Background: an optimization exercise with open tools, aiming at small area and a short achievable clock period. Do not read the settings as production practice.
RTL that was checked went through simulation tests only; none was proved equivalent to the original.
Power and IR drop assume default switching activity.

== oak ==
==> flow/design.v <==
`timescale 1ns/100ps
module spiSdCard (
   input  logic sclk,
   input  logic rstn,
   input  logic ncs,
   input  logic mosi,
   output logic miso
);
   localparam int N = 256;
   localparam logic [3:0] sHunt    = 4'd0,
                          sDir     = 4'd1,
                          sFrame   = 4'd2,
                          sStart   = 4'd3,     
                          sResp    = 4'd4,     
                          sData    = 4'd5,
                          sCrc     = 4'd6,
                          sTokHunt = 4'd7,
                          sWrData  = 4'd8,
                          sWrCrc   = 4'd9,
                          sStartW  = 4'd10,    
                          sDrBusy  = 4'd11;    
   logic [3:0]             state;
   logic [10:0]            cnt;         
   logic [5:0]             idx;
   logic [7:0]             adr;         
   logic                   a8;          
   logic                   fA;          
   logic                   fB;          
   logic                   appCmd;
   logic                   wasApp;      
   logic                   initDone;
   logic [7:0]             lenm1;       
   logic                   misoN;       
   logic                   act;
   logic [2:0]             bitc;
   logic [7:0]             byteIx;
   logic [2:0]             sIx;
   assign act    = !ncs;
   assign bitc   = cnt[2:0];
   assign byteIx = cnt[10:3];
   assign sIx    = cnt[5:3];
   assign miso   = !misoN | ncs;
   logic       hi;           
   logic       badLen;
   logic       outOfRange;
   logic       vhsOk;
   logic [8:0] endSum;
   logic [7:0] argLo;
   assign argLo      = adr;
   assign hi         = fA | fB;
   assign endSum     = {1'b0, argLo} + {1'b0, lenm1};
   assign vhsOk      = !fB && a8;
   always_ff @(posedge sclk) begin
      badLen     <= hi | (a8 == (argLo != '0));
      outOfRange <= hi | a8 | endSum[8];
   end
   logic [7:0] r1Live;
   logic       ill, pe, ae;
   logic       kR7, kR3, kRd, wrOk;
   always_comb begin
      ill = 1'b0;
      pe  = 1'b0;
      ae  = 1'b0;
      if (wasApp)
         ill = (idx != 6'd41);
      else
         case (idx)
            6'd0, 6'd8, 6'd55, 6'd58: ;
            6'd16, 6'd17, 6'd24: begin
               if (!initDone)            ill = 1'b1;
               else if (idx == 6'd16)    pe  = badLen;
               else                      ae  = outOfRange;
            end
            default: ill = 1'b1;
         endcase
   end
   logic       rLong;        
   logic       lastQ;        
   always_ff @(posedge sclk) begin
      r1Live <= {1'b0, pe, ae, 2'b00, ill, 1'b0, !initDone};
      kR7    <= !wasApp && idx == 6'd8;
      kR3    <= !wasApp && idx == 6'd58;
      rLong  <= !wasApp && (idx == 6'd8 || idx == 6'd58);
      kRd    <= !wasApp && idx == 6'd17 && initDone && !outOfRange;
      wrOk   <= !wasApp && idx == 6'd24 && initDone && !outOfRange;
      lastQ  <= byteIx == lenm1;
   end
   logic [3:0]     ph;
   logic [3:0]     phQ;         
   logic           h;           
   logic [2:0]     k;           
   logic           hn;          
   logic [2:0]     kn;
   logic           h1;          
   logic [2:0]     k1;
   logic [16*N/2-1:0] ring;
   logic [7:0]     g  [0:3];
   logic [7:0]     gd [0:3];
   logic [5:0]     adrInc;      
   logic [3:0]     wOn;         
   logic [5:0]     rs  [0:1];   
   logic [1:0]     tq;
   logic [1:0]     wq;          
   logic [1:0]     wS;          
   logic           wrLoad;
   logic           rdNext;
   logic           wrShift;     
   logic           gOn;         
   assign h  = ~ph[3];
   assign k  = ~ph[2:0];
   assign {hn, kn} = ~(ph + 4'd1);
   assign {h1, k1} = ~phQ;
   always_ff @(posedge sclk) begin
      ph  <= ph + 4'd1;
      phQ <= ph;
   end
   for (genvar c = 0; c < 2; c++) begin : gCls
      always_ff @(posedge sclk) begin
         rs[c] <= (2'({c[0], hn}) < adr[1:0]) ? adrInc : adr[7:2];
         wS[c] <= hn ? wOn[2*c+1] && !(state == sWrData && adr[1:0] == 2'(2*c+1))
                     : wOn[2*c]   && !(state == sWrData && adr[1:0] == 2'(2*c));
      end
      logic [3:0]  hiS;
      logic [15:0] loS;
      always_comb
         for (int i = 0; i < 16; i++) begin
            loS[i] = rs[c][3:0] == 4'(i);
            if (i < 4)
               hiS[i] = wS[c] && rs[c][5:4] == 2'(i);
         end
      for (genvar qq = 0; qq < N/4; qq++) begin : gRow
         localparam int Q = 2*qq + c;
         logic s;
         assign s = hiS[qq/16] & loS[qq%16];
         always_ff @(posedge sclk)
            ring[16*Q +: 16] <= {ring[16*Q +: 15], (s & wq[c]) | (!s & ring[16*Q + 15])};
      end
      always_ff @(posedge sclk) begin
         tq[c] <= ring[16*(2*rs[c] + c) + 15];
         wq[c] <= hn ? g[2*c+1][kn] : g[2*c][kn];
      end
   end
   assign wrLoad = rstn && act && state == sWrData && bitc == 3'd7;
   assign rdNext = rstn && act && state == sData && bitc == 3'd7;
   assign wrShift = act && state == sWrData;
   assign gOn    = state == sStart || state == sResp || state == sData;
   assign adrInc = adr[7:2] + 6'd1;
   for (genvar j = 0; j < 4; j++) begin : gBuf
      always_comb begin
         gd[j] = g[j];
         if (gOn && h1 == j[0])
            gd[j][k1] = tq[j/2];
         if (wrShift && adr[1:0] == 2'(j))
            gd[j] = {g[j][6:0], mosi};
      end
      always_ff @(posedge sclk) begin
         g[j]    <= gd[j];
         if (wrLoad && adr[1:0] == 2'(j))
            wOn[j] <= 1'b1;
         else if (act && state == sDir)
            wOn[j] <= 1'b0;
      end
   end
   logic [7:0] curByte;
   always_comb begin
      curByte = 8'hFF;
      case (state)
         sResp:
            case (sIx)
               3'd1: curByte = r1Live;
               3'd2: curByte = kR3 ? 8'h80 : kR7 ? 8'h00 : 8'hFF;
               3'd3: curByte = kR3 ? 8'hFF : kR7 ? 8'h00 : 8'hFE;
               3'd4: curByte = kR3 ? 8'h80 : kR7 ? {7'b0, vhsOk} : 8'hFF;
               3'd5: curByte = kR3 ? 8'h00 : kR7 ? argLo : 8'hFF;
               default: ;
            endcase
         sData:   curByte = g[adr[1:0]];
         sCrc:    if (sIx[1] == 1'b0) curByte = 8'hAA;
         sDrBusy: if (sIx == 3'd0) curByte = 8'h05;
                  else if (sIx != 3'd5) curByte = 8'h00;
         default: ;
      endcase
   end
   logic decode;
   logic txOn;
   assign txOn   = state == sResp || state == sData || state == sCrc || state == sDrBusy;
   assign decode = act && state == sFrame && cnt[5:0] == 6'd46;
   always_ff @(posedge sclk) begin
      misoN <= rstn && txOn && !curByte[~bitc];
   end
   always_ff @(posedge sclk) begin
      if (act)
         cnt <= cnt + 11'd1;
      if (act && state == sFrame) begin
         if (cnt < 11'd6)
            idx <= {idx[4:0], mosi};
         if (cnt < 11'd38)
            {a8, adr} <= {adr, mosi};
         if (cnt >= 11'd6 && cnt < 11'd26)
            fA <= fA | mosi;
         if (cnt >= 11'd26 && cnt < 11'd29)
            fB <= fB | mosi;
      end
      if (rdNext || wrLoad)
         adr <= adr + 8'd1;
      if (state == sResp && act && !kRd && bitc == 3'd0 && sIx == 3'd2 && wrOk)
         adr[7:2] <= adr[7:2] - 6'd1;
      if (!rstn) begin
         state    <= sHunt;
         appCmd   <= 1'b0;
         initDone <= 1'b0;
         lenm1    <= 8'd255;
      end else begin
         case (state)
            sHunt:   if (act && !mosi) state <= sDir;
            sDir:    if (act && mosi) begin
                        state <= sFrame;
                        cnt   <= '0;
                        fA    <= 1'b0;
                        fB    <= 1'b0;
                     end
            sFrame:  if (decode) begin
                        state  <= sStart;
                        appCmd <= !appCmd && idx == 6'd55;
                        wasApp <= appCmd;
                        if (appCmd && idx == 6'd41)
                           initDone <= 1'b1;
                        if (!appCmd && idx == 6'd0)
                           initDone <= 1'b0;
                        if (!appCmd && idx == 6'd16 && initDone && !badLen)
                           lenm1 <= argLo - 8'd1;
                     end
            sStart:  begin
                        state <= sResp;
                        cnt   <= '0;
                     end
            sResp:   if (act) begin
                        if (kRd) begin
                           if (sIx == 3'd3 && bitc == 3'd7) begin
                              state <= sData;
                              cnt   <= '0;
                           end
                        end else if (bitc == 3'd0 && sIx == (rLong ? 3'd6 : 3'd2))
                           state <= wrOk ? sTokHunt : sHunt;
                     end
            sData:   if (act && bitc == 3'd7 && lastQ) begin
                        state <= sCrc;
                        cnt   <= '0;
                     end
            sCrc:    if (act && bitc == 3'd0 && sIx == 3'd2)
                        state <= sHunt;
            sTokHunt: if (act && !mosi) begin
                        state <= sWrData;
                        cnt   <= '0;
                     end
            sWrData: if (act && bitc == 3'd7 && lastQ) begin
                        state <= sWrCrc;
                        cnt   <= '0;
                     end
            sWrCrc:  if (act && cnt[3:0] == 4'd15)
                        state <= sStartW;
            sStartW: begin
                        state <= sDrBusy;
                        cnt   <= '0;
                     end
            sDrBusy: if (act && bitc == 3'd0 && sIx == 3'd5)
                        state <= sHunt;
            default: state <= sHunt;
         endcase
      end
   end
endmodule
export LEC_CHECK = 0
export ABC_AREA = 1
export CAP_MARGIN = 20
export CORE_MARGIN = 2
export CORE_UTILIZATION = 65
export CTS_BUF_LIST = sky130_fd_sc_hd__clkbuf_4 sky130_fd_sc_hd__clkbuf_8
export CTS_CLUSTER_DIAMETER = 50
export CTS_CLUSTER_SIZE = 20
export SETUP_SLACK_MARGIN = 2.0
export SLEW_MARGIN = 20
create_clock -name core_clock -period 4.0 [get_ports {sclk}]
standard.sh (not shown) runs the stock make flow with config.mk's settings and CLKGATE_MAP_FILE= SYNTH_SCRIPT=/design/flow/synth_recipe.tcl, a recipe that flattens the netlist after the stock synthesis.
==> flow/flow/run.sh <==
#!/bin/bash
set -euo pipefail
bash standard.sh MATCH_CELL_FOOTPRINT=0 "CTS_ARGS=-sink_clustering_enable -repair_clock_nets -sink_clustering_size 20 -sink_clustering_max_diameter 50 -buf_list {sky130_fd_sc_hd__clkbuf_4 sky130_fd_sc_hd__clkbuf_8} -dont_use_dummy_load" finish > flow.log 2>&1
The inputs of pine differ from those of oak as listed below.
--- a/flow/design.v
+++ b/flow/design.v
@@ -83,13 +83,12 @@
       rLong  <= !wasApp && (idx == 6'd8 || idx == 6'd58);
       kRd    <= !wasApp && idx == 6'd17 && initDone && !outOfRange;
       wrOk   <= !wasApp && idx == 6'd24 && initDone && !outOfRange;
       lastQ  <= byteIx == lenm1;
    end
    logic [3:0]     ph;
-   logic [3:0]     phQ;         
    logic           h;           
    logic [2:0]     k;           
    logic           hn;          
    logic [2:0]     kn;
    logic           h1;          
    logic [2:0]     k1;
@@ -106,17 +105,15 @@
    logic           rdNext;
    logic           wrShift;     
    logic           gOn;         
    assign h  = ~ph[3];
    assign k  = ~ph[2:0];
    assign {hn, kn} = ~(ph + 4'd1);
-   assign {h1, k1} = ~phQ;
-   always_ff @(posedge sclk) begin
-      ph  <= ph + 4'd1;
-      phQ <= ph;
-   end
+   assign {h1, k1} = ~(ph - 4'd1);
+   always_ff @(posedge sclk)
+      ph <= ph + 4'd1;
    for (genvar c = 0; c < 2; c++) begin : gCls
       always_ff @(posedge sclk) begin
          rs[c] <= (2'({c[0], hn}) < adr[1:0]) ? adrInc : adr[7:2];
          wS[c] <= hn ? wOn[2*c+1] && !(state == sWrData && adr[1:0] == 2'(2*c+1))
                      : wOn[2*c]   && !(state == sWrData && adr[1:0] == 2'(2*c));
       end
==> comparison <==
Compared with oak, in pine register-to-register setup slack rose by 0.05 ns; share of final layout cell area taken by clock buffers and inverters stayed essentially flat.
Between oak and pine, the total power does not differ in any meaningful way.
Comparing pine and oak, the lower clock share of power is on oak.
Worst path arrival time came out lower on pine than on oak.
As of pine, via count had risen slightly compared to oak.
Of pine and oak, pine shows the higher global-route wire length before repair, with oak below it.
Routed wire length in pine vs oak: up 2.3%
Comparing pine and oak, number of fill cells is lower on oak.
When pine is set beside oak, its shortest clock period the worst path allows after layout turns out to be 0.060 ns smaller.
The clock buffer count in the final layout number comes out lower for oak vs pine.
Relative to oak, growth of design area from synthesis to finish has decreased by 0.53 points in pine.
No functional check of the RTL was part of oak.

[afterwards: timing with drivers on the ports]
The results above use ideal ports. As a check the final layouts listed here were re-extracted and re-timed, cells and wires unchanged.
Step 1 (the two cells are an assumption about what drives the block):
set clk [get_ports {sclk}]
set_driving_cell -lib_cell sky130_fd_sc_hd__clkbuf_16 $clk
set_driving_cell -lib_cell sky130_fd_sc_hd__buf_2 [delete_from_list [all_inputs] $clk]
Step 2 moves the port delays by t, midway between the first and last clock arrival at a register: inputs arrive t later, outputs are due t later. That takes back most of the time a late clock gives input paths.
Slacks: ideal ports / drivers / drivers and shift; pairs: ideal ports / drivers.
run	shift t [ns]	setup slack, ns	worst data-port slew with drivers (ns)
oak	0.823	1.959 / 1.903 / 1.492	0.03
pine	0.812	2.019 / 1.959 / 1.337	0.03
After both steps setup and hold are still met in every run listed. For pine, which loses most, drivers alone change the setup slack by -0.060 ns; drivers and shift together by -0.682 ns.
